Source: an optimization exercise on an open RTL-to-GDS flow (aim: small area and a short achievable clock period). Production flows keep margins and buffers that such runs may drop.
Function was checked by simulation only, so behaviour that the tests miss may differ from the original.
Power figures rest on the tool's default switching activity, not on a simulated workload.

## rev 12
## alu_top
module alu_top (
    input  logic        clk,
    input  logic        rst,
    input  logic        valid_instruction,
    input  logic [5:0]  opcode,
    input  logic [31:0] operand_a,
    input  logic [31:0] operand_b,
    input  logic        use_immediate,
    input  logic [31:0] immediate_value,
    output logic        resp_valid,
    output logic [31:0] resp_result,
    output logic        resp_carry,
    output logic        resp_overflow,
    output logic        resp_zero,
    output logic        resp_negative
);
clock: 6.0 ns
lec_check: 0
cap_margin: 20
core_margin: 2
core_utilization: 50
cts_buf_list: sky130_fd_sc_hd__clkbuf_8
setup_slack_margin: 3.2
slew_margin: 20
synth_hierarchical: 1
tns_end_percent: 100
standard.sh (not shown) runs the stock make flow with config.mk's settings and CLKGATE_MAP_FILE= SYNTH_SCRIPT=/design/flow/synth_recipe.tcl, a recipe that flattens the netlist after the stock synthesis.
==> flow/flow/run.sh <==
#!/bin/bash
# Own layout flow: the standard ORFS flow (standard.sh, standard synthesis
# unchanged) with two sizing changes: the I/O port buffers are inserted as
# buf_1 cells instead of the cell buffer_ports picks by default, and the
# resizer may swap cells across footprints (MATCH_CELL_FOOTPRINT=0), so those
# buffers and the logic can be upsized where timing needs it.
set -euo pipefail
export BUFFER_PORTS_ARGS="-buffer_cell sky130_fd_sc_hd__buf_1"
bash standard.sh MATCH_CELL_FOOTPRINT=0 finish > flow_make.log 2>&1
For rev 13, these inputs were changed with respect to rev 12:
-- flow/config.mk --
<<< rev 12, line 13
export SLEW_MARGIN = 20
export SYNTH_HIERARCHICAL = 1
export TNS_END_PERCENT = 100
>>> rev 13, line 13
export SLEW_MARGIN = 20
export TNS_END_PERCENT = 100
[summary]
Rev 13 went all the way through the flow, and no timing, DRC or antenna check failed.
Rev 12: flow completed, timing, DRC and antenna clean
Sequential share of layout area for rev 13: 0.33 points up relative to rev 12
Relative to rev 12, clock period minus worst slack has gone down in rev 13.
On portion of the clock cycle consumed by the worst path in the final layout, the lower figure sits with rev 13, not rev 12.
On combinational share of power, the higher figure sits with rev 12, not rev 13.

========
== run A ==
Another version of the RTL of alu_top (not shown whole).
For scale: ~110 flip-flops, about 140 I/O pins, ~9600 um2 of cells after synthesis.
clock: 6.0 ns
lec_check: 0
abc_clock_period_in_ps: 3000
cap_margin: 20
core_margin: 2
core_utilization: 60
cts_buf_list: sky130_fd_sc_hd__clkbuf_8
setup_slack_margin: 3.0
slew_margin: 20
==> flow/flow/run.sh <==
#!/bin/bash
# Own layout flow: the standard ORFS flow (standard.sh, standard synthesis
# unchanged), with the I/O port buffers inserted as buf_1 cells instead of the
# cell buffer_ports picks by default. The resizer still upsizes them as needed.
set -euo pipefail
export BUFFER_PORTS_ARGS="-buffer_cell sky130_fd_sc_hd__buf_1"
bash standard.sh finish > flow_make.log 2>&1
Input changes introduced in run B (baseline for comparison: run A):
- CTS_BUF_LIST: sky130_fd_sc_hd__clkbuf_8 -> unset
- CORE_UTILIZATION: 60 -> 40
- ABC_AREA: unset -> 1
- ABC_CLOCK_PERIOD_IN_PS: 3000 -> unset
- SETUP_SLACK_MARGIN: 3.0 -> unset
==> flow/run.sh (new file) <==
#!/bin/bash
# synth_recipe.tcl (not shown) runs the flow's synth.tcl, then flattens the netlist and writes it again
# the make line also repeats each setting of config.mk as NAME=value (left out here)
make -C /OpenROAD-flow-scripts/flow DESIGN_CONFIG=/design/flow/config.mk WORK_HOME=/design/flow/orfs CLKGATE_MAP_FILE= SYNTH_SCRIPT=/design/flow/synth_recipe.tcl finish
removed: flow/flow/run.sh
removed: flow/standard.sh
==> notes.md <==
Run A has a higher multi-input combinational area share than run B. Row initial standard-cell utilization of the core: run B lower / run A higher. Run A → run B: final cell area excluding filler cells up about 16%; wire length of the first global-routing pass up 39%; total of fill cells in the finished design up 1423; average cell area after synthesis down about 25%; number of instances in the synthesized netlist up 535.
> inputs changed (run B -> run C)
- CORE_UTILIZATION now 60, was 40
- ABC_CLOCK_PERIOD_IN_PS now 2500, previously not set
- ABC_AREA no longer set, was 1
- CTS_BUF_LIST now sky130_fd_sc_hd__clkbuf_8, previously not set
- SETUP_SLACK_MARGIN now 3.5, previously not set
==> flow/flow/run.sh (new file) <==
#!/bin/bash
# Own layout flow: the standard ORFS flow (standard.sh, standard synthesis
# unchanged), with the I/O port buffers inserted as buf_1 cells instead of the
# cell buffer_ports picks by default. The resizer still upsizes them as needed.
set -euo pipefail
export BUFFER_PORTS_ARGS="-buffer_cell sky130_fd_sc_hd__buf_1"
bash standard.sh finish > flow_make.log 2>&1
==> flow/standard.sh (new file) <==
#!/bin/bash
# synth_recipe.tcl (not shown) runs the flow's synth.tcl, then flattens the netlist and writes it again
# the make line also repeats each setting of config.mk as NAME=value (left out here)
make -C /OpenROAD-flow-scripts/flow DESIGN_CONFIG=/design/flow/config.mk WORK_HOME=/design/flow/orfs CLKGATE_MAP_FILE= SYNTH_SCRIPT=/design/flow/synth_recipe.tcl "${@:-finish}"
removed: flow/run.sh
Notes after the runs:
Run B vs run C, startpoint of the worst setup timing path: u_core.u_result_stage.resp_result[27] vs u_core.u_operand_stage.g_q[3]
Compared with run B, run C shows average wire length per cell after detail routing that has gone up by a little under 10%.
Portion of the layout cell area used by non-clock buffers, run B and run C: smaller value in run C
The share of synthesized cell area in and, or, nand and nor gates reported for run C is smaller than that of run B by 25 points.
Total length of routed met3 wires grows slightly when moving from run B to run C.
Cell type of the slowest stage on the worst timing path: sky130_fd_sc_hd__a311oi_2 -> run C, sky130_fd_sc_hd__clkdlybuf4s50_1 -> run B
Synthesized area shrinks by more than 10% when moving from run B to run C.
Edits applied to the flow inputs when going from run C to run D:
- CTS_BUF_LIST: sky130_fd_sc_hd__clkbuf_8 -> unset
- SETUP_SLACK_MARGIN: 3.5 -> unset
- CORE_UTILIZATION: 60 -> 40
- ABC_CLOCK_PERIOD_IN_PS: 2500 -> unset
==> flow/run.sh (new file) <==
#!/bin/bash
# synth_recipe.tcl (not shown) runs the flow's synth.tcl, then flattens the netlist and writes it again
# the make line also repeats each setting of config.mk as NAME=value (left out here)
make -C /OpenROAD-flow-scripts/flow DESIGN_CONFIG=/design/flow/config.mk WORK_HOME=/design/flow/orfs CLKGATE_MAP_FILE= SYNTH_SCRIPT=/design/flow/synth_recipe.tcl finish
removed: flow/flow/run.sh
removed: flow/standard.sh
[summary]
- Min part of the total power dissipated in combinational logic across run C and run D: run D
- Compared with run C, run D instantiates a larger number of cells.
- Remaining max-slew budget at the tightest pin in run D is 3.6 points below run C.
- [run D vs run C] clock tree skew after final layout: higher in run D

## what the ideal ports hide
How much do the figures lean on ideal ports? The routed layouts below were timed once more, with nothing changed but the port constraints.
Step 1 (the two cells are an assumption about what drives the block):
set clk [get_ports {clk}]
set_driving_cell -lib_cell sky130_fd_sc_hd__clkbuf_16 $clk
set_driving_cell -lib_cell sky130_fd_sc_hd__buf_2 [delete_from_list [all_inputs] $clk]
Step 2, shift: input delay + t, output delay - t, t = (earliest + latest rising clock arrival at the registers) / 2. This alone moves slack from input paths to output paths.
Three values: ideal ports, drivers, drivers and shift; two values: the first two.
run	t, ns	slack for setup (ns)	slew at the worst register clock pin (ns)
rev 12	0.483	2.920 / 2.920 / 2.865	0.09 / 0.09
rev 13	0.502	3.177 / 3.137 / 2.908	0.09 / 0.09
run A	0.487	2.938 / 2.938 / 2.702	0.09 / 0.09
run B	0.481	2.383 / 2.332 / 2.047	0.07 / 0.07
run C	0.502	3.025 / 3.025 / 2.998	0.09 / 0.09
run D	0.474	1.999 / 1.999 / 1.999	0.07 / 0.07
After both steps every run listed still meets setup and hold. The setup slack of run B, which loses most, moves by -0.051 ns with the drivers and by -0.336 ns with both steps.
